Context: an optimization exercise on an open-source flow, tuned for small area and a short achievable clock period. The choices shown serve that exercise and are no tape-out recipe.
RTL that was checked went through simulation tests only; none was proved equivalent to the original.
No functional check of the RTL was part of runs 4 to 7.
Power and IR drop assume default switching activity.

File: design/flow/design.v
`default_nettype none
package prefetch_pkg;
	localparam int ADDR_WIDTH = 32;
	localparam int LINE_WIDTH = 256;
	localparam int GRACE_WIDTH = 8;
	localparam int HIT_COUNT_WIDTH = 16;
	localparam int NUM_SLOTS = 4;
	typedef logic [ADDR_WIDTH-1:0] addr_t;
	typedef logic [LINE_WIDTH-1:0] line_t;
	typedef logic [$clog2(NUM_SLOTS)-1:0] slot_idx_t;
	typedef logic [GRACE_WIDTH-1:0] grace_t;
	typedef logic [HIT_COUNT_WIDTH-1:0] hit_count_t;
	localparam grace_t GRACE_DEFAULT = 8'd20;
	typedef struct packed {
		addr_t address;
		logic read;
		logic write;
		line_t wdata;
	} l2_req_t;
	typedef struct packed {
		line_t rdata;
		logic resp;
	} l2_rsp_t;
	typedef struct packed {
		addr_t address;
		logic read;
		logic write;
		line_t wdata;
	} mem_req_t;
	typedef struct packed {
		line_t rdata;
		logic resp;
	} mem_rsp_t;
	typedef struct packed {
		logic enable;
		grace_t grace_limit;
	} cfg_t;
	typedef enum logic [2:0] {
		idle,
		prefetch,
		check_hit,
		pass_through,
		hit_reply
	} engine_state_t;
endpackage
`default_nettype wire
`timescale 1ns/1ps
`default_nettype none
module prefetcher
(
	input wire clk,
	input wire prefetch_counter_reset,
	input wire [31:0] orb,
	input wire [31:0] l2_req_address,
	input wire l2_req_read,
	input wire l2_req_write,
	input wire [255:0] l2_req_wdata,
	output wire [255:0] l2_rsp_rdata,
	output wire l2_rsp_resp,
	output wire [31:0] mem_req_address,
	output wire mem_req_read,
	output wire mem_req_write,
	output wire [255:0] mem_req_wdata,
	input wire [255:0] mem_rsp_rdata,
	input wire mem_rsp_resp,
	input wire cfg_write,
	input wire cfg_wdata_enable,
	input wire [7:0] cfg_wdata_grace_limit,
	output wire cfg_enable,
	output wire [7:0] cfg_grace_limit,
	output wire [15:0] hit_count
);
	localparam int NS = 4;
	wire rst = prefetch_counter_reset;
	logic st_idle, st_pf, st_ch, st_pt, st_hr;
	logic [7:0] grace;
	logic [31:0] slot_address [0:NS-1];
	logic [255:0] slot_data [0:NS-1];
	logic [NS-1:0] slot_valid;
	logic [NS-1:0] slot_ready;
	logic [NS-1:0] wp;           
	logic [NS-1:0] l2_match;     
	logic [NS-1:0] pf_sel;       
	logic cfg_en;
	logic [7:0] cfg_gl;
	logic [15:0] hcnt;
	wire l2_active = l2_req_read | l2_req_write;
	wire resp = mem_rsp_resp;
	logic within_grace;
	always_comb
	begin
		logic gt, eq;
		gt = 1'b0;
		eq = 1'b1;
		for (int i = 7; i >= 0; i--)
		begin
			gt = gt | (eq & grace[i] & ~cfg_gl[i]);
			eq = eq & ~(grace[i] ^ cfg_gl[i]);
		end
		within_grace = ~gt;
	end
	logic [NS-1:0] orb_match;
	logic [NS-1:0] l2_match_d;
	always_comb
	begin
		for (int i = 0; i < NS; i++)
		begin
			orb_match[i] = slot_valid[i] && (slot_address[i] == orb);
			l2_match_d[i] = slot_valid[i] && (slot_address[i] == l2_req_address);
		end
	end
	wire hint_present = |orb_match;
	logic [NS-1:0] ld_try;
	wire [NS-1:0] load_en = ld_try & {NS{~l2_active & ~hint_present}};
	wire load_hint = |load_en;
	wire [NS-1:0] load_ptr = {wp[NS-2:0], wp[NS-1]};
	wire fill_pending = |(wp & slot_valid & ~slot_ready);
	wire fill = st_pf & resp;
	wire [NS-1:0] hit_ready_v = l2_match & slot_ready;
	wire hit_ready = |hit_ready_v;
	wire abandon = l2_active & within_grace;
	wire idle_n = (st_idle & ~l2_active & ~load_hint & ~fill_pending)
		| (st_pf & ~abandon & resp)
		| (st_pt & resp)
		| st_hr;
	wire pf_n = (st_idle & ~l2_active & (load_hint | fill_pending))
		| (st_pf & ~abandon & ~resp);
	wire ch_n = (st_idle | (st_pf & within_grace)) & l2_active;
	wire pt_n = (st_ch & ~(hit_ready & l2_req_read)) | (st_pt & ~resp);
	wire hr_n = st_ch & hit_ready & l2_req_read;
	wire [NS-1:0] wp_n = load_hint ? load_ptr : wp;
	always_ff @(posedge clk)
	begin
		if (rst)
		begin
			st_idle <= 1'b1;
			st_pf <= 1'b0;
			st_ch <= 1'b0;
			st_pt <= 1'b0;
			st_hr <= 1'b0;
			pf_sel <= '0;
			ld_try <= '0;
		end
		else
		begin
			st_idle <= idle_n;
			st_pf <= pf_n;
			st_ch <= ch_n;
			st_pt <= pt_n;
			st_hr <= hr_n;
			pf_sel <= pf_n ? wp_n : '0;
			ld_try <= (idle_n & (cfg_write ? cfg_wdata_enable : cfg_en))
				? {wp_n[NS-2:0], wp_n[NS-1]} : '0;
		end
	end
	logic [7:0] grace_carry;
	always_comb
	begin
		for (int i = 0; i < 8; i++)
			grace_carry[i] = &(grace | (8'hff << i));
	end
	always_ff @(posedge clk)
	begin
		if (rst || !st_pf)
			grace <= '0;
		else if (!(&grace))
			grace <= grace ^ grace_carry;
	end
	always_ff @(posedge clk)
	begin
		l2_match <= l2_match_d;
	end
	always_ff @(posedge clk)
	begin
		if (rst)
		begin
			slot_valid <= '0;
			slot_ready <= '0;
			wp <= 4'b0001;
		end
		else
		begin
			wp <= wp_n;
			for (int i = 0; i < NS; i++)
			begin
				if (load_en[i])
				begin
					slot_valid[i] <= 1'b1;
					slot_ready[i] <= 1'b0;
				end
				if (fill && wp[i])
					slot_ready[i] <= 1'b1;
				if (st_ch && l2_req_write && hit_ready_v[i])
					slot_ready[i] <= 1'b0;
			end
		end
	end
	always_ff @(posedge clk)
	begin
		for (int i = 0; i < NS; i++)
		begin
			if (load_en[i])
				slot_address[i] <= orb;
			if (fill && wp[i])
				slot_data[i] <= mem_rsp_rdata;
		end
	end
	always_ff @(posedge clk)
	begin
		if (rst)
		begin
			cfg_en <= 1'b0;
			cfg_gl <= 8'd20;
		end
		else if (cfg_write)
		begin
			cfg_en <= cfg_wdata_enable;
			cfg_gl <= cfg_wdata_grace_limit;
		end
	end
	logic [15:0] hcnt_carry;
	always_comb
	begin
		for (int i = 0; i < 16; i++)
			hcnt_carry[i] = &(hcnt | (16'hffff << i));
	end
	always_ff @(posedge clk)
	begin
		if (rst)
			hcnt <= '0;
		else if (st_hr && !(&hcnt))
			hcnt <= hcnt ^ hcnt_carry;
	end
	localparam int NG = 8;
	localparam int NG_BITS = 256 / NG;
	function automatic logic and4(input logic a, input logic b, input logic c, input logic d,
		input int k);
		case (k % 8)
			0: and4 = ((a & b) & c) & d;
			1: and4 = ((a & b) & d) & c;
			2: and4 = ((a & c) & b) & d;
			3: and4 = ((a & c) & d) & b;
			4: and4 = ((a & d) & b) & c;
			5: and4 = ((b & c) & a) & d;
			6: and4 = (a & b) & (c & d);
			default: and4 = (a & c) & (b & d);
		endcase
	endfunction
	logic [NS-1:0] hsel [0:NG-1];    
	logic [NG-1:0] msel;             
	always_ff @(posedge clk)
	begin
		for (int g = 0; g < NG; g++)
		begin
			logic [NS-1:0] h;
			for (int i = 0; i < NS; i++)
				h[i] = and4(st_ch, l2_req_read, l2_match[i], slot_ready[i], g);
			hsel[g] <= h;
			msel[g] <= ~|h;
		end
	end
	logic [255:0] rdata_n012;
	logic [31:0] maddr_n012;
	for (genvar g = 0; g < NG; g++)
	begin : g_rpick
		prefetcher_pick3n #(.W(NG_BITS)) pick_i
		(
			.sel(hsel[g][2:0]),
			.d0(slot_data[0][g*NG_BITS +: NG_BITS]),
			.d1(slot_data[1][g*NG_BITS +: NG_BITS]),
			.d2(slot_data[2][g*NG_BITS +: NG_BITS]),
			.y_n(rdata_n012[g*NG_BITS +: NG_BITS])
		);
	end
	prefetcher_pick3n #(.W(32)) apick_i
	(
		.sel(pf_sel[2:0]),
		.d0(slot_address[0]),
		.d1(slot_address[1]),
		.d2(slot_address[2]),
		.y_n(maddr_n012)
	);
	logic [255:0] rdata;
	logic [31:0] maddr;
	always_comb
	begin
		for (int g = 0; g < NG; g++)
			rdata[g*NG_BITS +: NG_BITS] = ~rdata_n012[g*NG_BITS +: NG_BITS]
				| ({NG_BITS{hsel[g][3]}} & slot_data[3][g*NG_BITS +: NG_BITS])
				| ({NG_BITS{msel[g]}} & mem_rsp_rdata[g*NG_BITS +: NG_BITS]);
		maddr = ~maddr_n012 | ({32{pf_sel[3]}} & slot_address[3])
			| ({32{st_pt}} & l2_req_address);
	end
	assign l2_rsp_rdata = rdata;
	assign l2_rsp_resp = (st_pt & resp) | st_hr;
	assign mem_req_address = maddr;
	assign mem_req_read = st_pf | (st_pt & l2_req_read);
	assign mem_req_write = st_pt & l2_req_write;
	assign mem_req_wdata = l2_req_wdata;
	assign cfg_enable = cfg_en;
	assign cfg_grace_limit = cfg_gl;
	assign hit_count = hcnt;
endmodule
module prefetcher_pick3n #(parameter int W = 16)
(
	input wire [2:0] sel,
	input wire [W-1:0] d0,
	input wire [W-1:0] d1,
	input wire [W-1:0] d2,
	output wire [W-1:0] y_n
);
	assign y_n = ~(({W{sel[0]}} & d0) | ({W{sel[1]}} & d1) | ({W{sel[2]}} & d2));
endmodule
`default_nettype wire
File: design/flow/flow/run.sh
#!/bin/bash
# Standard ORFS layout, with plain buffers on the ports instead of the delay
# cells that buffer_ports picks by default. Each ORFS step writes its own log
# under orfs/logs; make's own output goes to make.log.
set -euo pipefail
export BUFFER_PORTS_ARGS="-buffer_cell sky130_fd_sc_hd__buf_1"
export DONT_USE_CELLS="sky130_fd_sc_hd__clkdlybuf4s15_1 sky130_fd_sc_hd__clkdlybuf4s15_2 sky130_fd_sc_hd__clkdlybuf4s18_1 sky130_fd_sc_hd__clkdlybuf4s18_2 sky130_fd_sc_hd__clkdlybuf4s25_1 sky130_fd_sc_hd__clkdlybuf4s25_2 sky130_fd_sc_hd__clkdlybuf4s50_1 sky130_fd_sc_hd__clkdlybuf4s50_2 sky130_fd_sc_hd__dlygate4sd1_1 sky130_fd_sc_hd__dlygate4sd2_1 sky130_fd_sc_hd__dlygate4sd3_1 sky130_fd_sc_hd__dlymetal6s2s_1 sky130_fd_sc_hd__dlymetal6s4s_1 sky130_fd_sc_hd__dlymetal6s6s_1"
bash standard.sh > make.log 2>&1
File: design/flow/standard.sh
#!/bin/bash
# synth_recipe.tcl (not shown) runs the flow's synth.tcl, then flattens the netlist and writes it again
# the make line also repeats each setting of config.mk as NAME=value (left out here)
make -C /OpenROAD-flow-scripts/flow DESIGN_CONFIG=/design/flow/config.mk WORK_HOME=/design/flow/orfs CLKGATE_MAP_FILE= SYNTH_SCRIPT=/design/flow/synth_recipe.tcl "${@:-finish}"
File: design/flow/config.mk
export PLATFORM = sky130hd
export DESIGN_NAME = prefetcher
export DESIGN_NICKNAME = prefetcher
export VERILOG_FILES = /design/flow/design.v
export SDC_FILE = /design/flow/constraint.sdc
export NUM_CORES = 4
export LEC_CHECK = 0
export CAP_MARGIN = 20
export CORE_AREA = 5 5 395 395
export CTS_BUF_LIST = sky130_fd_sc_hd__clkbuf_16
export CTS_CLUSTER_DIAMETER = 200
export CTS_CLUSTER_SIZE = 24
export DIE_AREA = 0 0 400 400
export GPL_ROUTABILITY_DRIVEN = 0
export PLACE_DENSITY = 0.8
export SETUP_SLACK_MARGIN = 2.5
export SLEW_MARGIN = 20
export SYNTH_HIERARCHICAL = 1
export SYNTH_MINIMUM_KEEP_SIZE = 0
File: design/flow/constraint.sdc
create_clock -name core_clock -period 5.8 [get_ports {clk}]
set_input_delay 1.1600 -clock core_clock [delete_from_list [all_inputs] [get_ports {clk}]]
set_output_delay 1.1600 -clock core_clock [all_outputs]
set_load 0.01 [all_outputs]
==> run summary, run 1 <==
- Outcome: no timing/DRC/antenna violations
- Commonest cells in the netlist: edfxtp_1 (1152), nand2_1 (318), a222oi_1 (288), a22oi_1 (288), buf_4 (256)
- IO Count: 1163
- DIE WIDTH: 400 um
- # hold bufs at CTS: 0
- Post-synth top area share: 0.690
- Hold_sp: hcnt[1]
- Net Count, Synth: 3771
- CTS Buf Count: 58
- Post-Synthesis Cells: 3172
- Clk_skew: 38.7 ps
- Overflow after GRT: 0
- Initial antenna violation count: 94
- Top-count cell post-synth: edfxtp_1
- Vias in the first global route: 30400
- Final WL: 184000 um
- Routed wire per std cell: 32.5 um
- Final Critical Period: 3250 ps
- DP HPWL: 133000 um
- Max_cap viols: 0
- Drt pass-1 iters: 13
- Longest Clk Path Bufs: 3
- R2r startpoint: grace[5]
- Global Route Usage Sum: 0.217
- Worst Tran Pin Value: 1080 ps
- Largest net degree at the start of global routing: 106
- Tcrit/Tclk final: 0.561
- Worst Setup End Kind: output port
- P per Cell Area: 275 mW/mm^2
- Overall die area: 0.160 sq mm
- Hold Violations, Final: 0
- Max rail drop VDD: 0.000268 V
- Hold crit path type: reg2reg
- Worst Path Class, Setup: reg2out
- Critical-path cell list: buf_12, a222oi_1, nand2_2, buf_1
- Filler cells: 14200
- Core Rows: 143
- Relative slew margins: 0.276
- Vias per cell: 5.61
- Async SR Flop Fraction: 0
- Final setup fails: 0
- Initial Utilization: 0.331
- H-tree depth: 2
- Drt drc: 0
- Max Transition Viols Final: 0
- Area leader, netlist: edfxtp_1
- Sequential element share of the synthesized area: 0.731
- Cell Area, Synth: 0.0501 sq mm
- Power Total: 15300 uW
- Max Clk Rate: 307 MHz
- Number of synthesis warnings: 13
- Worst hold endpoint: hcnt[1]
- Number of synthesized flops with an enable pin: 1152
- Hold Path Depth: 2
- Main flop type after synthesis: edfxtp_1
- Largest stage delay, worst path: 410 ps
- Leak: 0.0178 uW
- CTS root buf: clkbuf_16
- Clock Sinks: 1254
- Critical path launch point type: flop
- R2r setup slk: 2790 ps
- Synth top area cells: edfxtp_1 (69%), a222oi_1 (5.7%), a22oi_1 (4.3%), dfxtp_1 (4.1%), buf_4 (3.8%)
- Required time of the critical path: 4640 ps
- Total core area: 0.152 sq mm
- FF-to-FF path depth: 7
- Count of different cell masters after synthesis: 47
- First-pass GRT wire length: 247000 um
- CTS tree: done
- Crit path DAT: 2090 ps
- Area Growth Syn to Fin: 10.7%
- Final nets: 4131
- FF+latch count, synth: 1254
- Fraction of layout cells with a size suffix above 1: 0.0762
- First-iteration detailed-routing DRC count: 5589
- R2r endpoint: pf_sel[1]
- Syn Area/Cell: 15.8 sq um
- Via Count: 31800
- Final setup TNS: 0 ps
- Core Util, Final: 0.366
- Slowest CP cell: dfxtp_4
- Clock-pin transition on the worst setup and hold timing paths: 100 ps
- Antenna Nets Post-Route: 0
- Die Y: 400 um
- RSZ-0062 raised after global routing: true
- Worst-path fanout max: 8
- Buffers on Ports: 650
- Worst-Skew Late Latency: 690 ps
## worst max-delay path, delay by kind of cell (launching register included)
kind            cells  cell delay, ps
compound gates      1             350
flops               1             410
buf+inv             2             360
simple gates        1             250
## kinds of logic after synthesis
group                      after synthesis  share of synthesized area
muxes                                    7                    0.00140
AOI/OAI and AO/OA                      641                      0.109
buffers and inverters                  455                     0.0621
adders and majority gates                8                    0.00200
xor gates and xnor gates               267                     0.0466
and+or+nand+nor                        540                     0.0482
DFF                                   1254                      0.731
## worst max-delay path by stage
stage                  from                   to  slack [ps]  depth (start not counted)
2_1_floorplan  mem_rsp_resp      slot_data[2][0]         200                          3
5_1_grt          hsel[2][0]     l2_rsp_rdata[72]        2410                          4
3_5_place_dp         orb[8]  slot_address[1][16]        1750                          7
6_report         hsel[2][0]     l2_rsp_rdata[72]        2550                          4
3_3_place_gp         orb[8]  slot_address[1][15]        1750                          7
4_1_cts          hsel[2][0]     l2_rsp_rdata[86]        2440                          4
## layer usage
metal	track usage	share of wire	wire, um
met5	0.00493	0.0015	270
met1	0.265	0.35	65200
met2	0.333	0.45	83100
met4	0.0807	0.039	7210
met3	0.108	0.15	28200
## registers in the layout, summed over array words and instances (netlist names), 4 cells and up
name,flops
slot_valid,4
hsel,32
hcnt,16
slot_address,128
grace,8
pf_sel,4
ld_try,4
cfg_gl,8
msel,8
slot_ready,4
wp,4
l2_match,4
slot_data,1024
## per-stage QoR
step	setup slack, ps	hold slack, ps	cell area [sq um]	cells
2_1_floorplan	200	452	50200	3172
5_1_grt	2410	517	55400	5637
6_report	2550	493	55500	5663
4_1_cts	2440	494	55000	5599
3_3_place_gp	1750	464	52800	5478
3_5_place_dp	1750	479	52800	5478
## cells in the final DEF, fill, tap and decap left out, drive strengths merged, types with 11 or more instances in the layout
| cell | count |
|---|---|
| edfxtp | 1152 |
| buf | 714 |
| nand2 | 318 |
| a22oi | 288 |
| a222oi | 288 |
| xor2 | 140 |
| xnor2 | 127 |
| dfxtp | 102 |
| clkbuf | 81 |
| nor2 | 65 |
| inv | 64 |
| diode | 51 |
| nor4 | 47 |
| nand4 | 34 |
| nand3 | 25 |
| a21oi | 20 |
| o21ai | 15 |
| a31oi | 11 |
## power by group
group          switching (uW)  total, uW  internal, uW
combinational             537        753           217
clock                    2780       4670          1880
sequential               8.49       9850          9840
## repair_timing
action / in CTS / in global routing
endpoints found under the setup margin: 198 / 119
resized for setup: 97 / 86
pin swaps: 19 / 54
buffers inserted: 9 / 11
cloned: 2 / 2
## final cells by class
cell class | count | area, sq um | share of cell area
flip-flops and latches | 1254 | 36700 | 0.661
multi-input cells | 1463 | 10500 | 0.190
repair buffers | 736 | 3750 | 0.0676
well taps | 2030 | 2540 | 0.0458
clock buffers | 59 | 1480 | 0.0266
clock inverters | 51 | 260 | 0.00469
diodes | 51 | 128 | 0.00230
inverters | 19 | 86.3 | 0.00156
==> run 2: changes to the inputs <==
--- a/design/flow/config.mk
+++ b/design/flow/config.mk
@@ -10,4 +10,4 @@
 export CTS_BUF_LIST = sky130_fd_sc_hd__clkbuf_16
-export CTS_CLUSTER_DIAMETER = 200
-export CTS_CLUSTER_SIZE = 24
+export CTS_CLUSTER_DIAMETER = 60
+export CTS_CLUSTER_SIZE = 20
 export DIE_AREA = 0 0 400 400
==> run summary, run 2 <==
- Overflow after GRT: 0
- Buffers on Ports: 650
- Required time of the critical path: 4640 ps
- Net Count, Synth: 3771
- Initial antenna violation count: 98
- Worst Setup End Kind: output port
- CTS tree: done
- Commonest cells in the netlist: edfxtp_1 (1152), nand2_1 (318), a222oi_1 (288), a22oi_1 (288), buf_4 (256)
- R2r setup slk: 2880 ps
- Initial Utilization: 0.331
- Clock-pin transition on the worst setup and hold timing paths: 80 ps
- P per Cell Area: 299 mW/mm^2
- Worst Path Class, Setup: reg2out
- Clk_skew: 38.6 ps
- Count of different cell masters after synthesis: 47
- Number of synthesized flops with an enable pin: 1152
- Top-count cell post-synth: edfxtp_1
- R2r endpoint: pf_sel[1]
- CTS Buf Count: 85
- Cell Area, Synth: 0.0501 sq mm
- Routed wire per std cell: 32.2 um
- Leak: 0.0182 uW
- FF-to-FF path depth: 7
- Final WL: 184000 um
- Syn Area/Cell: 15.8 sq um
- First-iteration detailed-routing DRC count: 5095
- Antenna Nets Post-Route: 0
- Final setup TNS: 0 ps
- Max rail drop VDD: 0.000301 V
- Max Clk Rate: 304 MHz
- Global Route Usage Sum: 0.218
- Register name with the most flops: slot_data
- H-tree depth: 3
- Critical path launch point type: flop
- Hold crit path type: reg2reg
- Sequential element share of the synthesized area: 0.731
- Worst-path fanout max: 21
- DP HPWL: 133000 um
- Core Rows: 143
- Relative slew margins: 0.288
- Via Count: 32100
- Max_cap viols: 0
- Number of synthesis warnings: 13
- Longest Clk Path Bufs: 3
- Final Critical Period: 3290 ps
- RSZ-0062 raised after global routing: true
- Tcrit/Tclk final: 0.567
- CP endpoint: mem_req_address[22]
- Most frequent cells in the layout: edfxtp_1 (1152), buf_1 (621), nand2_1 (291)
- Final nets: 4153
- Main flop type after synthesis: edfxtp_1
- Post-Synthesis Cells: 3172
- Vias per cell: 5.63
- Async SR Flop Fraction: 0
- Number of flip-flops in the largest register: 1024
- Commonest non-fill, non-tap cell in the layout: edfxtp_1
- Largest net degree at the start of global routing: 106
- Final worst hold slack: 491 ps
- Area Growth Syn to Fin: 12.6%
- Clock Sinks: 1254
- Outcome: no timing/DRC/antenna violations
- Total core area: 0.152 sq mm
- First-pass GRT wire length: 247000 um
- Worst-Skew Late Latency: 710 ps
- Area leader, netlist: edfxtp_1
- Die Y: 400 um
- Crit path launch: pf_sel[1]
- R2r startpoint: grace[5]
- Drt drc: 0
- Synth top area cells: edfxtp_1 (69%), a222oi_1 (5.7%), a22oi_1 (4.3%), dfxtp_1 (4.1%), buf_4 (3.8%)
- DIE WIDTH: 400 um
- Top flop regs: slot_data x1024, slot_address x128, hsel x32
- Fraction of layout cells with a size suffix above 1: 0.0836
- Hold Violations, Final: 0
- Vias in the first global route: 30700
- Drt pass-1 iters: 11
- Post-synth top area share: 0.690
- CTS root buf: clkbuf_16
- Final setup fails: 0
- Worst Tran Pin Value: 1060 ps
- Hold_sp: hcnt[1]
- Max Transition Viols Final: 0
- Crit path DAT: 2130 ps
- IO Count: 1163
- Filler cells: 14100
- Overall die area: 0.160 sq mm
- FF+latch count, synth: 1254
==> run 2: what timing repair did <==
item	in CTS	in global routing
hold buffers	0	0
setup endpoints to repair	180	82
gates cloned	2	1
gates resized for setup	89	45
setup buffers	8	8
pin swaps	13	20
==> run 2: metrics by stage <==
step	std cells	total power [uW]	util	setup slack [ps]	area, sq um
CTS	5634	17000	0.370	2450	56100
floorplan	3172	10500	-	200	50200
global placement	5478	10800	0.348	1750	52800
finish	5695	16900	0.373	2510	56500
detailed placement	5478	10800	0.348	1750	52800
global route	5669	17400	0.372	2430	56400
==> run 2: layout make-up <==
class                   instances  area (sq um)  area share
clock buffers                  88          2200      0.0390
inverters                      19          86.3     0.00153
well taps                    2030          2540      0.0450
flip-flops and latches       1254         36700       0.650
repair buffers                731          3640      0.0645
multi-input cells            1463         10500       0.186
clock inverters                58           648      0.0115
diodes                         52           130     0.00230
==> run 2: where the power goes <==
part | internal, uW | switching (uW) | leakage, uW
clock network | 3060 | 3210 | 0.00145
registers | 9840 | 8.52 | 0.0112
logic | 215 | 536 | 0.00553
==> run 2: cell families after synthesis <==
group,count (synthesis),share of synthesized area
buffers and inverters,455,0.0621
AO/OA/AOI/OAI,641,0.109
multiplexers,7,0.00140
flip-flops,1254,0.731
AND/OR/NAND/NOR,540,0.0482
adder cells (fa/ha/maj),8,0.00200
XOR/XNOR,267,0.0466
==> run 2: worst max-delay path, cell delays in order, from the launching register on <==
cell and delay [ps]:
dfxtp_4 420, buf_6 200, a222oi_1 510, nand2_1 110, buf_1 170
==> run 2: worst min path at each step <==
stage                     depth (start not counted)        to
after floorplan                                   1  grace[5]
after global placement                            2   hcnt[1]
after detailed placement                          2   hcnt[1]
after CTS                                         2   hcnt[1]
after global routing                              2   hcnt[1]
final                                             2   hcnt[1]
==> run 2: routing by layer <==
| layer | track usage | routed length, um |
|---|---|---|
| met1 | 0.267 | 65500 |
| met4 | 0.0891 | 7650 |
| met3 | 0.105 | 27900 |
| met5 | 0.00431 | 258 |
| met2 | 0.330 | 82300 |
==> run 3: changes to the inputs <==
--- a/design/flow/flow/run.sh
+++ b/design/flow/flow/run.sh
@@ -7,2 +7,3 @@
 export DONT_USE_CELLS="sky130_fd_sc_hd__clkdlybuf4s15_1 sky130_fd_sc_hd__clkdlybuf4s15_2 sky130_fd_sc_hd__clkdlybuf4s18_1 sky130_fd_sc_hd__clkdlybuf4s18_2 sky130_fd_sc_hd__clkdlybuf4s25_1 sky130_fd_sc_hd__clkdlybuf4s25_2 sky130_fd_sc_hd__clkdlybuf4s50_1 sky130_fd_sc_hd__clkdlybuf4s50_2 sky130_fd_sc_hd__dlygate4sd1_1 sky130_fd_sc_hd__dlygate4sd2_1 sky130_fd_sc_hd__dlygate4sd3_1 sky130_fd_sc_hd__dlymetal6s2s_1 sky130_fd_sc_hd__dlymetal6s4s_1 sky130_fd_sc_hd__dlymetal6s6s_1"
+export PRE_RESIZE_TCL="$PWD/flow/pre_resize.tcl"
 bash standard.sh > make.log 2>&1
==> design/flow/flow/pre_resize.tcl (new file) <==
# Before the placement repair: cap the fanout, so that the select and enable
# nets that reach many flip-flops are buffered as trees.
set_max_fanout 16 [current_design]
--- a/design/flow/config.mk
+++ b/design/flow/config.mk
@@ -10,6 +10,5 @@
 export CTS_BUF_LIST = sky130_fd_sc_hd__clkbuf_16
-export CTS_CLUSTER_DIAMETER = 60
-export CTS_CLUSTER_SIZE = 20
+export CTS_CLUSTER_DIAMETER = 100
+export CTS_CLUSTER_SIZE = 24
 export DIE_AREA = 0 0 400 400
-export GPL_ROUTABILITY_DRIVEN = 0
 export PLACE_DENSITY = 0.8
==> run summary, run 3 <==
- Outcome: no timing/DRC/antenna violations
- Syn Area/Cell: 15.8 sq um
- CTS tree: done
- Largest net degree at the start of global routing: 26
- Final setup fails: 0
- Post-synth top area share: 0.690
- Vias in the first global route: 31700
- Final Critical Period: 3370 ps
- Buffers on Ports: 650
- Die Y: 400 um
- Max_cap viols: 0
- Routed wire per std cell: 33.1 um
- Power Total: 15400 uW
- Worst-Skew Late Latency: 700 ps
- Commonest non-fill, non-tap cell in the layout: edfxtp_1
- Number of synthesized flops with an enable pin: 1152
- Area Growth Syn to Fin: 17.4%
- Top flop regs: slot_data x1024, slot_address x128, hsel x32
- Antenna Nets Post-Route: 0
- RD Place Congestion: 0.981
- Placed cell area: 0.0545 sq mm
- Synth top area cells: edfxtp_1 (69%), a222oi_1 (5.7%), a22oi_1 (4.3%), dfxtp_1 (4.1%), buf_4 (3.8%)
- CTS root buf: clkbuf_16
- Hold Violations, Final: 0
- Cell Area, Synth: 0.0501 sq mm
- P per Cell Area: 262 mW/mm^2
- Worst Path Class, Setup: reg2out
- Sequential element share of the synthesized area: 0.731
- Number of flip-flops in the largest register: 1024
- WL met1: 67300 um
- Met2 WL: 88500 um
- Max Clk Rate: 296 MHz
- Final WL: 196000 um
- Drt pass-1 iters: 10
- Relative slew margins: 0.295
- Drt drc: 0
- Worst-path fanout max: 9
- Clock-pin transition on the worst setup and hold timing paths: 100 ps
- Initial Utilization: 0.331
- Inst Count DP: 5655
- Count of different cell masters after synthesis: 47
- Design area: 0.0589 sq mm
- Vias per cell: 5.63
- Register name with the most flops: slot_data
- Metal3 WL: 31500 um
- Clk_skew: 42.2 ps
- First-iteration detailed-routing DRC count: 6049
- Initial antenna violation count: 89
- Hold crit path type: reg2reg
- Post-Synthesis Cells: 3172
- Worst Tran Pin Value: 1030 ps
- Overall die area: 0.160 sq mm
- Critical path launch point type: flop
- Overflow after GRT: 0
- Crit path DAT: 2210 ps
- Longest Clk Path Bufs: 3
- IO Count: 1163
- First-pass GRT wire length: 258000 um
- # hold bufs at CTS: 0
- CTS Buf Count: 60
- Fraction of layout cells with a size suffix above 1: 0.160
- Leak: 0.0199 uW
- FF+latch count, synth: 1254
- Max rail drop VDD: 0.000277 V
- Final non-filler cell total: 5907
- Number of synthesis warnings: 13
- H-tree depth: 2
- Multi-input gate area: 0.0107 sq mm
- FF/Latch Area: 0.0367 sq mm
- Main flop type after synthesis: edfxtp_1
- Commonest cells in the netlist: edfxtp_1 (1152), nand2_1 (318), a222oi_1 (288), a22oi_1 (288), buf_4 (256)
- Max Transition Viols Final: 0
- Total core area: 0.152 sq mm
- Clock Sinks: 1254
- Area leader, netlist: edfxtp_1
- Max Used Layer: met5
- Core Rows: 143
- Async SR Flop Fraction: 0
- Final setup TNS: 0 ps
- Most frequent cells in the layout: edfxtp_1 (1152), buf_1 (514), a222oi_1 (288)
- DIE WIDTH: 400 um
- Tcrit/Tclk final: 0.582
- Via Count: 33300
- Final nets: 4371
- Filler cells: 13900
- Worst Setup End Kind: output port
- Top-count cell post-synth: edfxtp_1
- Net Count, Synth: 3771
- DP HPWL: 148000 um
- RSZ-0062 raised after global routing: true
- Global Route Usage Sum: 0.229
- Required time of the critical path: 4640 ps
==> run 3: cell counts after synthesis <==
Identical to the previous run, type by type.
==> run 3: per-stage QoR <==
stage	worst slack, ps	util	hold slack [ps]
after CTS	2280	0.378	489
after floorplan	200	-	452
after global routing	2350	0.388	524
after detailed placement	-1350	0.360	476
final	2430	0.388	489
after global placement	1650	0.349	463
==> run 3: cell type report <==
class	instances	share of cell area
Inverter	19	0.00147
Clock inverter	53	0.00512
Antenna cell	54	0.00230
Multi-Input combinational cell	1463	0.181
Tap cell	2030	0.0431
Sequential cell	1254	0.624
Timing Repair Buffer	974	0.118
Clock buffer	60	0.0255
==> run 3: worst paths after layout <==
path / slack (ps) / depth (start not counted) / to / from
hold reg to reg: 490 / 2 / hcnt[1] / hcnt[1]
hold / removal: 490 / 2 / hcnt[1] / hcnt[1]
setup / recovery: 2430 / 7 / l2_rsp_rdata[35] / hsel[1][2]
setup reg to reg: 2590 / 8 / slot_address[2][31] / slot_address[0][0]
==> run 3: per-layer routing <==
metal,vias to the layer above,global-route usage
met5,-,0.00277
met4,34,0.0830
met3,445,0.114
met2,2676,0.354
met1,16400,0.276
li1,13700,-
==> run 3: timing repair <==
| action | CTS | global route |
|---|---|---|
| setup endpoints to repair | 1335 | 839 |
| gates cloned | 7 | 15 |
| setup buffers | 25 | 38 |
| gates resized for setup | 913 | 428 |
| pin swaps | 52 | 166 |
==> run 3: kinds of logic after synthesis <==
logic type	synth area share
xor+xnor	0.0466
compound gates	0.109
mux	0.00140
buf+inv	0.0621
fa+ha+maj	0.00200
flops	0.731
simple gates	0.0482
==> run 3: critical path: stages, from the launching register on <==
cell	delay (ps)
dfxtp_2	330
buf_6	130
buf_12	140
buf_4	180
buf_4	140
a222oi_1	270
nand2_1	120
buf_1	200
==> run 3: report_power, final <==
part           internal (uW)  total (uW)  switching [uW]
Sequential              9840        9850            7.99
Combinational            248         799             551
Clock                   1930        4750            2820
==> run 4: changes to the inputs <==
--- a/design/flow/design.v
+++ b/design/flow/design.v
@@ -233,3 +233,3 @@
 	end
-	localparam int NG = 8;
+	localparam int NG = 16;
 	localparam int NG_BITS = 256 / NG;
@@ -237,3 +237,3 @@
 		input int k);
-		case (k % 8)
+		case (k)
 			0: and4 = ((a & b) & c) & d;
@@ -243,5 +243,12 @@
 			4: and4 = ((a & d) & b) & c;
-			5: and4 = ((b & c) & a) & d;
-			6: and4 = (a & b) & (c & d);
-			default: and4 = (a & c) & (b & d);
+			5: and4 = ((a & d) & c) & b;
+			6: and4 = ((b & c) & a) & d;
+			7: and4 = ((b & c) & d) & a;
+			8: and4 = ((b & d) & a) & c;
+			9: and4 = ((b & d) & c) & a;
+			10: and4 = ((c & d) & a) & b;
+			11: and4 = ((c & d) & b) & a;
+			12: and4 = (a & b) & (c & d);
+			13: and4 = (a & c) & (b & d);
+			default: and4 = (a & d) & (b & c);
 		endcase
@@ -256,3 +263,4 @@
 			for (int i = 0; i < NS; i++)
-				h[i] = and4(st_ch, l2_req_read, l2_match[i], slot_ready[i], g);
+				h[i] = (g == NG - 1) ? (hr_n & hit_ready_v[i])
+					: and4(st_ch, l2_req_read, l2_match[i], slot_ready[i], g);
 			hsel[g] <= h;
--- a/design/flow/flow/run.sh
+++ b/design/flow/flow/run.sh
@@ -7,3 +7,2 @@
 export DONT_USE_CELLS="sky130_fd_sc_hd__clkdlybuf4s15_1 sky130_fd_sc_hd__clkdlybuf4s15_2 sky130_fd_sc_hd__clkdlybuf4s18_1 sky130_fd_sc_hd__clkdlybuf4s18_2 sky130_fd_sc_hd__clkdlybuf4s25_1 sky130_fd_sc_hd__clkdlybuf4s25_2 sky130_fd_sc_hd__clkdlybuf4s50_1 sky130_fd_sc_hd__clkdlybuf4s50_2 sky130_fd_sc_hd__dlygate4sd1_1 sky130_fd_sc_hd__dlygate4sd2_1 sky130_fd_sc_hd__dlygate4sd3_1 sky130_fd_sc_hd__dlymetal6s2s_1 sky130_fd_sc_hd__dlymetal6s4s_1 sky130_fd_sc_hd__dlymetal6s6s_1"
-export PRE_RESIZE_TCL="$PWD/flow/pre_resize.tcl"
 bash standard.sh > make.log 2>&1
--- a/design/flow/config.mk
+++ b/design/flow/config.mk
@@ -13,2 +13,3 @@
 export DIE_AREA = 0 0 400 400
+export GPL_ROUTABILITY_DRIVEN = 0
 export PLACE_DENSITY = 0.8
removed: design/flow/flow/pre_resize.tcl
==> run summary, run 4 <==
- Outcome: no timing/DRC/antenna violations
- Hold crit path type: reg2reg
- Top flop regs: slot_data x1024, slot_address x128, hsel x64
- Number of flip-flops in the largest register: 1024
- RSZ-0062 raised after global routing: false
- Final setup TNS: 0 ps
- Sw frac: 0.220
- FF-to-FF path depth: 6
- Number of synthesis warnings: 13
- Hold Violations, Final: 0
- Max Clk Rate: 309 MHz
- CTS Buf Count: 67
- Fraction of layout cells with a size suffix above 1: 0.0714
- Overflow after GRT: 0
- Top-count cell post-synth: edfxtp_1
- Max rail drop VDD: 0.000260 V
- Via Count: 32400
- Syn Area/Cell: 15.7 sq um
- Sequential element share of the synthesized area: 0.734
- Async SR Flop Fraction: 0
- Drt pass-1 iters: 12
- P per Cell Area: 288 mW/mm^2
- Area leader, netlist: edfxtp_1
- Vias in the first global route: 31100
- Crit path DAT: 2080 ps
- Most frequent cells in the layout: edfxtp_1 (1152), buf_1 (636), nand2_1 (302)
- Total core area: 0.152 sq mm
- Final WL: 169000 um
- Hold Path Depth: 2
- Clock Sinks: 1294
- Antenna Nets Post-Route: 0
- Longest Clk Path Bufs: 3
- Global Route Usage Sum: 0.201
- Clock-pin transition on the worst setup and hold timing paths: 70 ps
- Synth top area cells: edfxtp_1 (68%), a222oi_1 (5.7%), dfxtp_1 (5.6%), a22oi_1 (4.3%), buf_4 (3.8%)
- Relative slew margins: 0.417
- Design area: 0.0559 sq mm
- Max Transition Viols Final: 0
- Tcrit/Tclk final: 0.559
- Routed wire per std cell: 29.8 um
- Worst Setup End Kind: output port
- Area Growth Syn to Fin: 9.74%
- R2r startpoint: slot_address[1][16]
- Slowest CP cell: buf_1
- Cell Area, Synth: 0.0510 sq mm
- Combinational power share: 0.047
- Hold_sp: hcnt[1]
- Worst Path Class, Setup: in2out
- Main flop type after synthesis: edfxtp_1
- Commonest cells in the netlist: edfxtp_1 (1152), nand2_1 (321), a22oi_1 (293), a222oi_1 (288), buf_4 (256)
- Crit path launch: l2_req_address[2]
- IO Count: 1163
- Clk_skew: 59.1 ps
- Int Power: 12600 uW
- Drt drc: 0
- Commonest non-fill, non-tap cell in the layout: edfxtp_1
- Final nets: 4179
- First-iteration detailed-routing DRC count: 5105
- Final setup fails: 0
- Initial Utilization: 0.336
- Number of synthesized flops with an enable pin: 1152
- Vias per cell: 5.68
- Initial antenna violation count: 57
- Die Y: 400 um
- Sw power: 3540 uW
- Critical path launch point type: input pin
- Worst Tran Pin Value: 865 ps
- Required time of the critical path: 4640 ps
- Final Critical Period: 3240 ps
- Worst-Skew Late Latency: 710 ps
- FF+latch count, synth: 1294
- Placed cell area: 0.0535 sq mm
- Worst-path fanout max: 5
- Share of total power in sequential cells: 0.628
- Buffers on Ports: 650
- # hold bufs at CTS: 0
- Count of different cell masters after synthesis: 47
- Post-Synthesis Cells: 3257
- Register name with the most flops: slot_data
- Leak: 0.0179 uW
- Most frequent CP cell: buf_1
- Filler cells: 14100
- Post-synth top area share: 0.679
- First-pass GRT wire length: 231000 um
- Max_cap viols: 0
- DP HPWL: 121000 um
- Overall die area: 0.160 sq mm
- Clk pwr share: 0.326
- CTS root buf: clkbuf_16
- Core Rows: 143
- H-tree depth: 3
- Largest net degree at the start of global routing: 105
- DIE WIDTH: 400 um
- Net Count, Synth: 3856
- Largest stage delay, worst path: 420 ps
- Critical-path cell list: buf_1, a22oi_1, nand2_1, buf_1
- CTS tree: done
run 4: cell types whose count changed after synthesis, moves of 5 or more:
cell | previous run | this run
buf_6 | 55 | 39
a21oi_1 | 18 | 23
nand3_1 | 24 | 40
nor2_1 | 65 | 96
dfxtp_1 | 102 | 142
clkbuf_1 | 98 | 126
buf_2 | 27 | 20
nor4_1 | 47 | 37
a22oi_1 | 288 | 293
run 4: repair_timing:
item	4_1_cts	5_1_grt
endpoints found under the setup margin	301	106
pin swaps	9	7
gates resized for setup	95	22
buffers inserted	1	2
run 4: area by class of cell:
type                            instances  area (sq um)  area share
Inverter                               18          78.8     0.00141
Clock inverter                         50           402     0.00718
Sequential cell                      1294         37600       0.671
Multi-Input combinational cell       1504         10600       0.190
Tap cell                             2030          2540      0.0454
Antenna cell                           34          85.1     0.00152
Clock buffer                           68          1700      0.0304
Timing Repair Buffer                  695          2940      0.0525
run 4: worst paths after layout:
kind	endpoint	slack, ps
worst max-delay path	mem_req_address[2]	2560
worst min-delay path	hcnt[1]	490
worst max register to register	slot_address[0][18]	2920
worst min register to register	hcnt[1]	490
run 4: power by group through the flow:
stage | sequential [uW] | combinational [uW] | clock (uW)
6_report | 10100 | 752 | 5260
5_1_grt | 10100 | 813 | 5730
4_1_cts | 10100 | 751 | 5360
3_5_place_dp | 10300 | 745 | 0
3_3_place_gp | 10300 | 719 | 0
2_1_floorplan | 10300 | 472 | 0
run 4: worst max-delay path: cells and delay by family:
family                 cells  cell delay [ps]
AND/OR/NAND/NOR            1              190
AO/OA/AOI/OAI              1              130
buffers and inverters      2              590
run 4: cell families after synthesis:
group	share of synthesized area
adders and majority gates	0.00263
muxes	0.00137
xor gates and xnor gates	0.0457
and+or+nand+nor	0.0497
AOI/OAI and AO/OA	0.107
DFF	0.734
buffers and inverters	0.0589
run 4: routing by layer:
layer / wire, um / GRT usage
met1: 60200 / 0.248
met2: 79900 / 0.320
met3: 21900 / 0.0748
met4: 7180 / 0.0807
met5: 221 / 0
run 4: per-stage QoR:
| step | setup slack [ps] | util | hold WS (ps) | power (uW) | std cells |
|---|---|---|---|---|---|
| 6_report | 2560 | 0.369 | 492 | 16100 | 5693 |
| 5_1_grt | 2500 | 0.369 | 530 | 16700 | 5679 |
| 4_1_cts | 2500 | 0.368 | 490 | 16200 | 5657 |
| 3_5_place_dp | 1620 | 0.353 | 473 | 11100 | 5538 |
| 3_3_place_gp | 1710 | 0.353 | 464 | 11100 | 5538 |
| 2_1_floorplan | 346 | - | 440 | 10800 | 3257 |
==> run 5: changes to the inputs <==
--- a/design/flow/design.v
+++ b/design/flow/design.v
@@ -233,3 +233,3 @@
 	end
-	localparam int NG = 16;
+	localparam int NG = 8;
 	localparam int NG_BITS = 256 / NG;
@@ -237,3 +237,3 @@
 		input int k);
-		case (k)
+		case (k % 8)
 			0: and4 = ((a & b) & c) & d;
@@ -243,12 +243,5 @@
 			4: and4 = ((a & d) & b) & c;
-			5: and4 = ((a & d) & c) & b;
-			6: and4 = ((b & c) & a) & d;
-			7: and4 = ((b & c) & d) & a;
-			8: and4 = ((b & d) & a) & c;
-			9: and4 = ((b & d) & c) & a;
-			10: and4 = ((c & d) & a) & b;
-			11: and4 = ((c & d) & b) & a;
-			12: and4 = (a & b) & (c & d);
-			13: and4 = (a & c) & (b & d);
-			default: and4 = (a & d) & (b & c);
+			5: and4 = ((b & c) & a) & d;
+			6: and4 = (a & b) & (c & d);
+			default: and4 = (a & c) & (b & d);
 		endcase
@@ -263,4 +256,3 @@
 			for (int i = 0; i < NS; i++)
-				h[i] = (g == NG - 1) ? (hr_n & hit_ready_v[i])
-					: and4(st_ch, l2_req_read, l2_match[i], slot_ready[i], g);
+				h[i] = and4(st_ch, l2_req_read, l2_match[i], slot_ready[i], g);
 			hsel[g] <= h;
@@ -269,22 +261,34 @@
 	end
-	logic [255:0] rdata_n012;
-	logic [31:0] maddr_n012;
+	logic [255:0] rdata_n01, rdata_n23;
+	logic [31:0] maddr_n01, maddr_n23;
 	for (genvar g = 0; g < NG; g++)
 	begin : g_rpick
-		prefetcher_pick3n #(.W(NG_BITS)) pick_i
+		prefetcher_pick2n #(.W(NG_BITS)) pick01_i
 		(
-			.sel(hsel[g][2:0]),
+			.sel(hsel[g][1:0]),
 			.d0(slot_data[0][g*NG_BITS +: NG_BITS]),
 			.d1(slot_data[1][g*NG_BITS +: NG_BITS]),
-			.d2(slot_data[2][g*NG_BITS +: NG_BITS]),
-			.y_n(rdata_n012[g*NG_BITS +: NG_BITS])
+			.y_n(rdata_n01[g*NG_BITS +: NG_BITS])
+		);
+		prefetcher_pick2n #(.W(NG_BITS)) pick23_i
+		(
+			.sel(hsel[g][3:2]),
+			.d0(slot_data[2][g*NG_BITS +: NG_BITS]),
+			.d1(slot_data[3][g*NG_BITS +: NG_BITS]),
+			.y_n(rdata_n23[g*NG_BITS +: NG_BITS])
 		);
 	end
-	prefetcher_pick3n #(.W(32)) apick_i
+	prefetcher_pick2n #(.W(32)) apick01_i
 	(
-		.sel(pf_sel[2:0]),
+		.sel(pf_sel[1:0]),
 		.d0(slot_address[0]),
 		.d1(slot_address[1]),
-		.d2(slot_address[2]),
-		.y_n(maddr_n012)
+		.y_n(maddr_n01)
+	);
+	prefetcher_pick2n #(.W(32)) apick23_i
+	(
+		.sel(pf_sel[3:2]),
+		.d0(slot_address[2]),
+		.d1(slot_address[3]),
+		.y_n(maddr_n23)
 	);
@@ -295,7 +299,6 @@
 		for (int g = 0; g < NG; g++)
-			rdata[g*NG_BITS +: NG_BITS] = ~rdata_n012[g*NG_BITS +: NG_BITS]
-				| ({NG_BITS{hsel[g][3]}} & slot_data[3][g*NG_BITS +: NG_BITS])
+			rdata[g*NG_BITS +: NG_BITS] = ~rdata_n01[g*NG_BITS +: NG_BITS]
+				| ~rdata_n23[g*NG_BITS +: NG_BITS]
 				| ({NG_BITS{msel[g]}} & mem_rsp_rdata[g*NG_BITS +: NG_BITS]);
-		maddr = ~maddr_n012 | ({32{pf_sel[3]}} & slot_address[3])
-			| ({32{st_pt}} & l2_req_address);
+		maddr = ~maddr_n01 | ~maddr_n23 | ({32{st_pt}} & l2_req_address);
 	end
@@ -311,11 +314,10 @@
 endmodule
-module prefetcher_pick3n #(parameter int W = 16)
+module prefetcher_pick2n #(parameter int W = 16)
 (
-	input wire [2:0] sel,
+	input wire [1:0] sel,
 	input wire [W-1:0] d0,
 	input wire [W-1:0] d1,
-	input wire [W-1:0] d2,
 	output wire [W-1:0] y_n
 );
-	assign y_n = ~(({W{sel[0]}} & d0) | ({W{sel[1]}} & d1) | ({W{sel[2]}} & d2));
+	assign y_n = ~(({W{sel[0]}} & d0) | ({W{sel[1]}} & d1));
 endmodule
--- a/design/flow/flow/run.sh
+++ b/design/flow/flow/run.sh
@@ -7,2 +7,3 @@
 export DONT_USE_CELLS="sky130_fd_sc_hd__clkdlybuf4s15_1 sky130_fd_sc_hd__clkdlybuf4s15_2 sky130_fd_sc_hd__clkdlybuf4s18_1 sky130_fd_sc_hd__clkdlybuf4s18_2 sky130_fd_sc_hd__clkdlybuf4s25_1 sky130_fd_sc_hd__clkdlybuf4s25_2 sky130_fd_sc_hd__clkdlybuf4s50_1 sky130_fd_sc_hd__clkdlybuf4s50_2 sky130_fd_sc_hd__dlygate4sd1_1 sky130_fd_sc_hd__dlygate4sd2_1 sky130_fd_sc_hd__dlygate4sd3_1 sky130_fd_sc_hd__dlymetal6s2s_1 sky130_fd_sc_hd__dlymetal6s4s_1 sky130_fd_sc_hd__dlymetal6s6s_1"
+export POST_GLOBAL_PLACE_TCL="$PWD/flow/post_gpl.tcl"
 bash standard.sh > make.log 2>&1
==> design/flow/flow/post_gpl.tcl (new file) <==
# After global placement: the port buffers of the prefetch and L2 addresses
# each drive several compare gates, so give them a stronger buffer.
foreach inst [[ord::get_db_block] getInsts] {
  set name [$inst getName]
  if { ![string match "input*" $name] } { continue }
  set iterm [$inst findITerm A]
  if { $iterm == "NULL" } { continue }
  set net [$iterm getNet]
  if { $net == "NULL" } { continue }
  set nname [$net getName]
  if { [string match "orb*" $nname] || [string match "l2_req_address*" $nname] } {
    puts "upsizing $name ($nname)"
    replace_cell $name sky130_fd_sc_hd__buf_4
  }
}
--- a/design/flow/config.mk
+++ b/design/flow/config.mk
@@ -13,3 +13,2 @@
 export DIE_AREA = 0 0 400 400
-export GPL_ROUTABILITY_DRIVEN = 0
 export PLACE_DENSITY = 0.8
==> run summary, run 5 <==
- Outcome: no timing/DRC/antenna violations
- Global Route Usage Sum: 0.187
- Most frequent cells in the layout: edfxtp_1 (1152), buf_1 (582), a22oi_1 (576)
- Commonest non-fill, non-tap cell in the layout: edfxtp_1
- Int Power: 12500 uW
- Cell Area, Synth: 0.0508 sq mm
- Xor and xnor area share after synthesis: 0.0459
- Hold crit path type: reg2reg
- Clk pwr share: 0.341
- Worst Path Class, Setup: in2reg
- Commonest cells in the netlist: edfxtp_1 (1152), a22oi_1 (577), nand2_1 (316), nand3_1 (316), buf_4 (256)
- Sw frac: 0.223
- Synth top area cells: edfxtp_1 (68%), a22oi_1 (8.5%), dfxtp_1 (4.0%), buf_4 (3.8%), nand3_1 (3.1%)
- Synth Area in Adders: 0.00237
- Final Critical Period: 3600 ps
- Antenna Nets Post-Route: 0
- Required time of the critical path: 6120 ps
- Clk_skew: 41.3 ps
- Complex-gate fraction of the synthesized area: 0.0909
- Number of synthesized flops with an enable pin: 1152
- Critical path launch point type: input pin
- FF+latch count, synth: 1254
- Relative slew margins: 0.255
- Final setup fails: 0
- Final WL: 158000 um
- Final non-filler cell total: 5897
- Post-synth top area share: 0.681
- Mux share of post-synthesis cell area: 0.00318
- Initial antenna violation count: 27
- DIE WIDTH: 400 um
- IO Count: 1163
- Async SR Flop Fraction: 0
- Share of total power in sequential cells: 0.613
- Post-Synthesis Cells: 3441
- Tcrit/Tclk final: 0.621
- Clock-pin transition on the worst setup and hold timing paths: 90 ps
- Sequential element share of the synthesized area: 0.722
- Longest Clk Path Bufs: 3
- CTS tree: done
- Drt pass-1 iters: 5
- Worst-Skew Late Latency: 700 ps
- Largest net degree at the start of global routing: 90
- Final nets: 4416
- Overall die area: 0.160 sq mm
- Initial Utilization: 0.335
- Die Y: 400 um
- Vias in the first global route: 30800
- Via Count: 31700
- Final setup TNS: 0 ps
- First-pass GRT wire length: 218000 um
- CTS Buf Count: 71
- Design area: 0.0563 sq mm
- Hold Violations, Final: 0
- Drt drc: 0
- Leak: 0.0176 uW
- P per Cell Area: 286 mW/mm^2
- Number of flip-flops in the largest register: 1024
- Max Clk Rate: 278 MHz
- DP HPWL: 107000 um
- Register name with the most flops: slot_data
- Count of different cell masters after synthesis: 40
- Largest family of logic cells by synthesized area: compound AO/OA/AOI/OAI gates
- Worst Tran Pin Value: 1120 ps
- Fraction of layout cells with a size suffix above 1: 0.0745
- Buffers on Ports: 650
- # hold bufs at CTS: 0
- Simple-gate share of the synthesized area: 0.0738
- Power Total: 16100 uW
- Core Rows: 143
- Top flop regs: slot_data x1024, slot_address x128, hsel x32
- Max Transition Viols Final: 0
- H-tree depth: 3
- RSZ-0062 raised after global routing: true
- Sw power: 3590 uW
- Top-count cell post-synth: edfxtp_1
- Main flop type after synthesis: edfxtp_1
- Crit path DAT: 3920 ps
- Placed cell area: 0.0537 sq mm
- Worst-path fanout max: 34
- Overflow after GRT: 0
- Total core area: 0.152 sq mm
- Area Growth Syn to Fin: 10.8%
- Number of synthesis warnings: 13
- Syn Area/Cell: 14.8 sq um
- Inst Count DP: 5767
- Routed wire per std cell: 26.8 um
- Vias per cell: 5.37
- First-iteration detailed-routing DRC count: 3374
- Area leader, netlist: edfxtp_1
- Worst Setup End Kind: flop
- Clock Sinks: 1254
- CTS root buf: clkbuf_16
- Max_cap viols: 0
- Net Count, Synth: 4040
- Combinational power share: 0.045
- Max rail drop VDD: 0.000251 V
-- run 5: metrics by stage --
stage          hold slack [ps]   util  worst slack [ps]
2_1_floorplan              445      -               343
3_3_place_gp               462  0.353              1360
3_5_place_dp               479  0.354              1530
4_1_cts                    495  0.371              2320
5_1_grt                    545  0.371              2210
6_report                   507  0.371              2200
-- run 5: power by group through the flow --
stage / Combinational (uW) / Sequential [uW] / Clock, uW
final: 728 / 9860 / 5490
after detailed placement: 720 / 10100 / 0
after global routing: 782 / 9860 / 5970
after CTS: 724 / 9860 / 5630
after global placement: 678 / 10100 / 0
after floorplan: 466 / 10100 / 0
-- run 5: cells by family (layout without fill, tap and decap cells) --
family,count (synthesis),in the layout
DFF,1254,1254
other,0,13
xor gates and xnor gates,266,266
adders and majority gates,10,10
AOI/OAI and AO/OA,621,621
buffers and inverters,459,872
and+or+nand+nor,815,815
muxes,16,16
-- run 5: critical path: stages --
cell and delay, ps:
buf_4 80, buf_4 190, xor2_1 270, nor4_1 120
nand4_1 170, nor3_1 90, or4_4 530, nor3_1 300
and2_2 940
-- run 5: routing by layer --
layer | wire, um | global-route usage | up-vias
met4 | 5770 | 0.0658 | 18
li1 | - | - | 13600
met1 | 58500 | 0.231 | 15700
met2 | 75300 | 0.304 | 1950
met3 | 18400 | 0.0655 | 303
met5 | 207 | 0.00523 | -
-- run 5: worst paths after layout --
check                          start                  to  slack, ps  cells past startpoint
setup / recovery              orb[2]  slot_address[3][0]       2200                      9
hold / removal              grace[5]            grace[5]        510                      1
setup reg to reg  slot_address[0][2]  slot_address[3][0]       2430                      7
hold reg to reg             grace[5]            grace[5]        510                      1
-- run 5: final cells by class --
cell class              count  area (sq um)
fillers                 14000         95300
flip-flops and latches   1254         36700
multi-input cells        1728         11100
repair buffers            740          3620
well taps                2030          2540
clock buffers              73          1830
clock inverters            37           424
inverters                  22          97.6
diodes                     13          32.5
-- run 5: what timing repair did --
action	CTS	global route
gates resized for setup	40	10
endpoints found under the setup margin	256	146
setup buffers	7	0
gates cloned	0	0
==> run 6: changes to the inputs <==
--- a/design/flow/flow/run.sh
+++ b/design/flow/flow/run.sh
@@ -8,2 +8,3 @@
 export POST_GLOBAL_PLACE_TCL="$PWD/flow/post_gpl.tcl"
+export PRE_RESIZE_TCL="$PWD/flow/pre_resize.tcl"
 bash standard.sh > make.log 2>&1
==> design/flow/flow/pre_resize.tcl (new file) <==
# Before the placement repair: cap the fanout, so that the select and enable
# nets that reach many flip-flops are buffered as trees.
set_max_fanout 16 [current_design]
==> run summary, run 6 <==
- Mux share of post-synthesis cell area: 0.00318
- Hold crit path type: reg2reg
- Fraction of layout cells with a size suffix above 1: 0.119
- Core Rows: 143
- Count of different cell masters after synthesis: 40
- Initial antenna violation count: 31
- CTS root buf: clkbuf_16
- Clock-pin transition on the worst setup and hold timing paths: 90 ps
- Hold Violations, Final: 0
- RSZ-0062 raised after global routing: true
- Final nets: 4573
- Clk pwr share: 0.335
- Hold Path Depth: 1
- Worst Path Class, Setup: in2reg
- FF/Latch Area: 0.0367 sq mm
- R2r startpoint: st_pf
- Final non-filler cell total: 6061
- Largest stage delay, worst path: 540 ps
- Crit path DAT: 3710 ps
- Clock Sinks: 1254
- Outcome: no timing/DRC/antenna violations
- Async SR Flop Fraction: 0
- Complex-gate fraction of the synthesized area: 0.0909
- Slowest CP cell: or4_4
- R2r setup slk: 2700 ps
- Commonest cells in the netlist: edfxtp_1 (1152), a22oi_1 (577), nand2_1 (316), nand3_1 (316), buf_4 (256)
- Critical-path cell list: buf_4, buf_4, xor2_1, nor4_1, nand4_1, nor3_1, or4_4, nor3_2, and2_2, buf_6, buf_6
- Max_cap viols: 0
- Area leader, netlist: edfxtp_1
- Largest family of logic cells by synthesized area: compound AO/OA/AOI/OAI gates
- Vias in the first global route: 32300
- Crit-path leading delay family: simple AND/OR/NAND/NOR gates
- First-pass GRT wire length: 235000 um
- P per Cell Area: 275 mW/mm^2
- Tcrit/Tclk final: 0.573
- Worst-path fanout max: 16
- Global Route Usage Sum: 0.204
- Int Power: 12400 uW
- Cell Area, Synth: 0.0508 sq mm
- Net Count, Synth: 4040
- Inst Count DP: 5927
- Top flop regs: slot_data x1024, slot_address x128, hsel x32
- Max Transition Viols Final: 0
- Simple-gate share of the synthesized area: 0.0738
- Main flop type after synthesis: edfxtp_1
- Core Util, Final: 0.382
- Design area: 0.0580 sq mm
- Final setup TNS: 0 ps
- Die Y: 400 um
- Longest Clk Path Bufs: 3
- Hold_sp: grace[5]
- CTS tree: done
- Required time of the critical path: 6190 ps
- Placed cell area: 0.0553 sq mm
- Via Count: 33000
- Area Growth Syn to Fin: 14.2%
- Power Total: 15900 uW
- Synth top area cells: edfxtp_1 (68%), a22oi_1 (8.5%), dfxtp_1 (4.0%), buf_4 (3.8%), nand3_1 (3.1%)
- FF-to-FF path depth: 5
- Multi-input gate area: 0.0112 sq mm
- Worst Path Buf+Inv: 4
- Critical path launch point type: input pin
- Final WL: 171000 um
- Top-count cell post-synth: edfxtp_1
- Overall die area: 0.160 sq mm
- Leak: 0.0187 uW
- Number of synthesis warnings: 13
- Final setup fails: 0
- Filler cells: 14000
- Total core area: 0.152 sq mm
- Syn Area/Cell: 14.8 sq um
- DIE WIDTH: 400 um
- Max Clk Rate: 301 MHz
- Sw power: 3540 uW
- Worst hold endpoint: grace[5]
- Most frequent cells in the layout: edfxtp_1 (1152), a22oi_1 (567), buf_1 (551)
- Number of synthesized flops with an enable pin: 1152
- First-iteration detailed-routing DRC count: 3602
- DP HPWL: 124000 um
- Combinational power share: 0.047
- Worst Setup End Kind: flop
- Share of total power in sequential cells: 0.619
- Post-synth top area share: 0.681
- Worst-Skew Late Latency: 680 ps
- Antenna Nets Post-Route: 0
- Buffers on Ports: 650
- Xor and xnor area share after synthesis: 0.0459
- CTS Buf Count: 69
- Register name with the most flops: slot_data
- Routed wire per std cell: 28.3 um
- Relative slew margins: 0.314
- Clk_skew: 35.2 ps
- Sequential element share of the synthesized area: 0.722
- Worst Tran Pin Value: 1030 ps
- Max rail drop VDD: 0.000304 V
- R2r endpoint: slot_data[2][216]
- Commonest non-fill, non-tap cell in the layout: edfxtp_1
- # hold bufs at CTS: 0
- Sw frac: 0.222
- Final Critical Period: 3320 ps
- FF+latch count, synth: 1254
- H-tree depth: 3
- IO Count: 1163
- Overflow after GRT: 0
- Initial Utilization: 0.335
- Post-Synthesis Cells: 3441
- Number of flip-flops in the largest register: 1024
- Largest net degree at the start of global routing: 26
- Drt drc: 0
- Synth Area in Adders: 0.00237
- Drt pass-1 iters: 6
- Vias per cell: 5.45
[run 6: changes by cell type in the layout (fill, tap and decap cells not counted), sizes merged]
| cell | change |
|---|---|
| buf | +90 |
| clkbuf | +20 |
| clkdlybuf4s15 | +23 |
| clkdlybuf4s18 | +1 |
| clkdlybuf4s50 | +11 |
| clkinv | -5 |
| diode | +11 |
| dlygate4sd2 | +2 |
| dlymetal6s2s | +9 |
| inv | +2 |
[run 6: power by group through the flow]
stage | Clock [uW] | Combinational, uW | Sequential (uW)
after global routing | 5810 | 799 | 9860
after CTS | 5450 | 737 | 9860
after floorplan | 0 | 466 | 10100
after detailed placement | 0 | 728 | 10100
final | 5330 | 744 | 9860
after global placement | 0 | 678 | 10100
[run 6: cell type report]
type / instances / share of cell area
timing repair buffer: 899 / 0.0915
clock buffer: 70 / 0.0302
multi-input combinational: 1728 / 0.193
clock inverter: 34 / 0.00604
tap: 2030 / 0.0438
inverter: 22 / 0.00168
sequential: 1254 / 0.633
antenna: 24 / 0.00104
[run 6: what timing repair did]
action | CTS | global route
gates resized for setup | 818 | 84
setup endpoints to repair | 1207 | 615
pin swaps | 7 | 7
buffers inserted | 6 | 0
[run 6: cell families after synthesis]
kind of cell,after synthesis
adders and majority gates,10
xor gates and xnor gates,266
buffers and inverters,459
DFF,1254
AOI/OAI and AO/OA,621
muxes,16
and+or+nand+nor,815
[run 6: how the worst max path moves through the flow]
| stage | to | slack, ps | cells after the start | from |
|---|---|---|---|---|
| final | slot_address[2][14] | 2480 | 11 | orb[2] |
| after global routing | l2_rsp_rdata[21] | 2480 | 6 | hsel[0][2] |
| after CTS | slot_data[0][106] | 2230 | 6 | mem_rsp_resp |
| after detailed placement | slot_data[0][38] | -1170 | 8 | mem_rsp_resp |
| after global placement | slot_valid[0] | 1360 | 9 | orb[15] |
| after floorplan | slot_data[0][0] | 340 | 2 | mem_rsp_resp |
[run 6: metrics by stage]
step	worst slack, ps	hold WS (ps)
floorplan	343	445
global placement	1360	462
detailed placement	-1170	482
CTS	2230	494
global route	2480	542
finish	2480	504
[run 6: metal layers]
| metal | GRT usage | up-vias | routed length [um] |
|---|---|---|---|
| met5 | 0.00954 | - | 277 |
| met4 | 0.0877 | 14 | 7580 |
| met3 | 0.0684 | 352 | 20500 |
| met2 | 0.327 | 2196 | 80600 |
| met1 | 0.251 | 16500 | 62400 |
| li1 | - | 14000 | - |
==> run 7: changes to the inputs <==
--- a/design/flow/flow/run.sh
+++ b/design/flow/flow/run.sh
@@ -7,4 +7,2 @@
 export DONT_USE_CELLS="sky130_fd_sc_hd__clkdlybuf4s15_1 sky130_fd_sc_hd__clkdlybuf4s15_2 sky130_fd_sc_hd__clkdlybuf4s18_1 sky130_fd_sc_hd__clkdlybuf4s18_2 sky130_fd_sc_hd__clkdlybuf4s25_1 sky130_fd_sc_hd__clkdlybuf4s25_2 sky130_fd_sc_hd__clkdlybuf4s50_1 sky130_fd_sc_hd__clkdlybuf4s50_2 sky130_fd_sc_hd__dlygate4sd1_1 sky130_fd_sc_hd__dlygate4sd2_1 sky130_fd_sc_hd__dlygate4sd3_1 sky130_fd_sc_hd__dlymetal6s2s_1 sky130_fd_sc_hd__dlymetal6s4s_1 sky130_fd_sc_hd__dlymetal6s6s_1"
-export POST_GLOBAL_PLACE_TCL="$PWD/flow/post_gpl.tcl"
-export PRE_RESIZE_TCL="$PWD/flow/pre_resize.tcl"
 bash standard.sh > make.log 2>&1
--- a/design/flow/config.mk
+++ b/design/flow/config.mk
@@ -13,2 +13,3 @@
 export DIE_AREA = 0 0 400 400
+export GPL_ROUTABILITY_DRIVEN = 0
 export PLACE_DENSITY = 0.8
removed: design/flow/flow/post_gpl.tcl
removed: design/flow/flow/pre_resize.tcl
==> run summary, run 7 <==
- Async SR Flop Fraction: 0
- Max_cap viols: 0
- Routed wire per std cell: 25.8 um
- Drt pass-1 iters: 6
- Final WL: 152000 um
- Core Rows: 143
- R2r setup slk: 2860 ps
- Sequential element share of the synthesized area: 0.722
- Drt drc: 0
- Final nets: 4419
- Number of synthesis warnings: 13
- Relative slew margins: 0.165
- Register name with the most flops: slot_data
- CTS tree: done
- Worst Path Class, Setup: in2reg
- First-pass GRT wire length: 213000 um
- Clk_skew: 30.5 ps
- Synth Area in Adders: 0.00237
- RSZ-0062 raised after global routing: true
- Hold Path Depth: 1
- Commonest non-fill, non-tap cell in the layout: edfxtp_1
- Main flop type after synthesis: edfxtp_1
- Largest stage delay, worst path: 610 ps
- Critical path launch point type: input pin
- Worst-Skew Late Latency: 680 ps
- Hold Violations, Final: 0
- FF+latch count, synth: 1254
- IO Count: 1163
- Commonest cells in the netlist: edfxtp_1 (1152), a22oi_1 (577), nand2_1 (316), nand3_1 (316), buf_4 (256)
- Largest family of logic cells by synthesized area: compound AO/OA/AOI/OAI gates
- Max Clk Rate: 294 MHz
- Final Critical Period: 3410 ps
- Die Y: 400 um
- H-tree depth: 3
- DP HPWL: 102000 um
- Overall die area: 0.160 sq mm
- Top flop regs: slot_data x1024, slot_address x128, hsel x32
- Number of flip-flops in the largest register: 1024
- Final setup fails: 0
- Final setup TNS: 0 ps
- CTS root buf: clkbuf_16
- Count of different cell masters after synthesis: 40
- P per Cell Area: 285 mW/mm^2
- Global Route Usage Sum: 0.180
- Fraction of layout cells with a size suffix above 1: 0.0573
- Outcome: no timing/DRC/antenna violations
- Synth top area cells: edfxtp_1 (68%), a22oi_1 (8.5%), dfxtp_1 (4.0%), buf_4 (3.8%), nand3_1 (3.1%)
- Area Growth Syn to Fin: 10.5%
- Total core area: 0.152 sq mm
- Buffers on Ports: 650
- Inst Count DP: 5765
- Crit path launch: orb[0]
- Simple-gate share of the synthesized area: 0.0738
- Worst-path fanout max: 34
- Hold_sp: grace[5]
- Most frequent cells in the layout: edfxtp_1 (1152), buf_1 (646), a22oi_1 (577)
- Longest Clk Path Bufs: 3
- Vias per cell: 5.43
- Post-Synthesis Cells: 3441
- Clock-pin transition on the worst setup and hold timing paths: 90 ps
- R2r endpoint: slot_address[1][24]
- Antenna Nets Post-Route: 0
- Required time of the critical path: 6120 ps
- Xor and xnor area share after synthesis: 0.0459
- FF-to-FF path depth: 7
- Tcrit/Tclk final: 0.587
- Area leader, netlist: edfxtp_1
- Final non-filler cell total: 5909
- Top-count cell post-synth: edfxtp_1
- Initial antenna violation count: 29
- Hold crit path type: reg2reg
[run 7: cell count changes in the layout (fill, tap and decap cells not counted), moves of 11 or more]
cell,delta
nand3_1,+14
clkdlybuf4s50_1,-11
buf_4,-103
buf_8,-21
nand3_2,-13
clkdlybuf4s15_2,-21
buf_2,-31
clkbuf_2,-12
buf_6,-26
buf_1,+95
[run 7: where the power goes]
group,switching (uW),total (uW),internal [uW]
logic,482,691,208
registers,11.8,9860,9840
clock network,3010,5430,2420
[run 7: layout make-up]
cell class | instances | area (sq um)
Tap cell | 2030 | 2540
Clock inverter | 37 | 498
Fill cell | 14100 | 95500
Clock buffer | 70 | 1750
Timing Repair Buffer | 743 | 3420
Multi-Input combinational cell | 1729 | 11100
Antenna cell | 24 | 60.1
Inverter | 22 | 97.6
Sequential cell | 1254 | 36700
[run 7: logic make-up after synthesis]
kind of cell	count (synthesis)
DFF	1254
and+or+nand+nor	815
buffers and inverters	459
xor gates and xnor gates	266
adders and majority gates	10
muxes	16
AOI/OAI and AO/OA	621
[run 7: routing by layer]
layer,part of all wire,track usage,vias up
met5,0.00097,0.00523,-
met4,0.050,0.0847,6
met3,0.12,0.0595,446
met2,0.48,0.294,2142
met1,0.35,0.213,15800
li1,-,-,13700
[run 7: per-stage QoR]
stage / worst slack, ps / power [uW] / utilization / hold slack (ps) / instance area, sq um
4_1_cts: 2340 / 16100 / 0.369 / 490 / 56000
6_report: 2390 / 16000 / 0.370 / 493 / 56100
3_5_place_dp: 1540 / 10700 / 0.353 / 473 / 53500
2_1_floorplan: 343 / 10500 / - / 445 / 50800
5_1_grt: 2430 / 16500 / 0.370 / 525 / 56100
3_3_place_gp: 1670 / 10700 / 0.353 / 461 / 53500
[run 7: worst max path at each step]
stage / to / depth (start not counted)
floorplan: slot_data[0][0] / 2
global placement: slot_address[1][1] / 8
detailed placement: slot_address[2][20] / 8
CTS: slot_address[2][27] / 8
global route: slot_address[0][10] / 8
finish: slot_address[1][24] / 8
[run 7: repair_timing]
item / in CTS / in global routing
setup endpoints to repair: 235 / 150
setup buffers: 12 / 0
hold buffers: 0 / 0
gates resized for setup: 27 / 25
cloned: 0 / 1
[run 7: critical path, delay by kind of cell]
| family | cells | cell delay [ps] |
|---|---|---|
| buffers and inverters | 1 | 540 |
| and+or+nand+nor | 6 | 1800 |
| xor gates and xnor gates | 1 | 200 |

==> what the ideal ports hide <==
Ports are ideal in the flow. The routed layouts listed here were re-timed in OpenROAD.
Step 1 sets driving cells, clkbuf_16 on the clock port and buf_2 on the other inputs (assumed; they add their load-dependent delay and slew).
Step 2 times the ports against the registers' clock, not the clock port: input delays grow and output delays shrink by t, the midpoint of the rising clock arrivals with the driver on.
Slacks: ideal / step 1 / step 2; pairs: ideal / step 1.
run	shift t [ns]	slack for setup (ns)
run 1	0.746	2.546 / 2.477 / 1.885
run 2	0.754	2.514 / 2.454 / 1.905
run 3	0.736	2.425 / 2.360 / 1.779
run 4	0.742	2.559 / 2.449 / 1.857
run 5	0.740	2.197 / 2.231 / 1.491
run 6	0.744	2.479 / 2.467 / 1.778
run 7	0.742	2.393 / 2.358 / 1.616
After both steps every run listed still meets setup and hold.
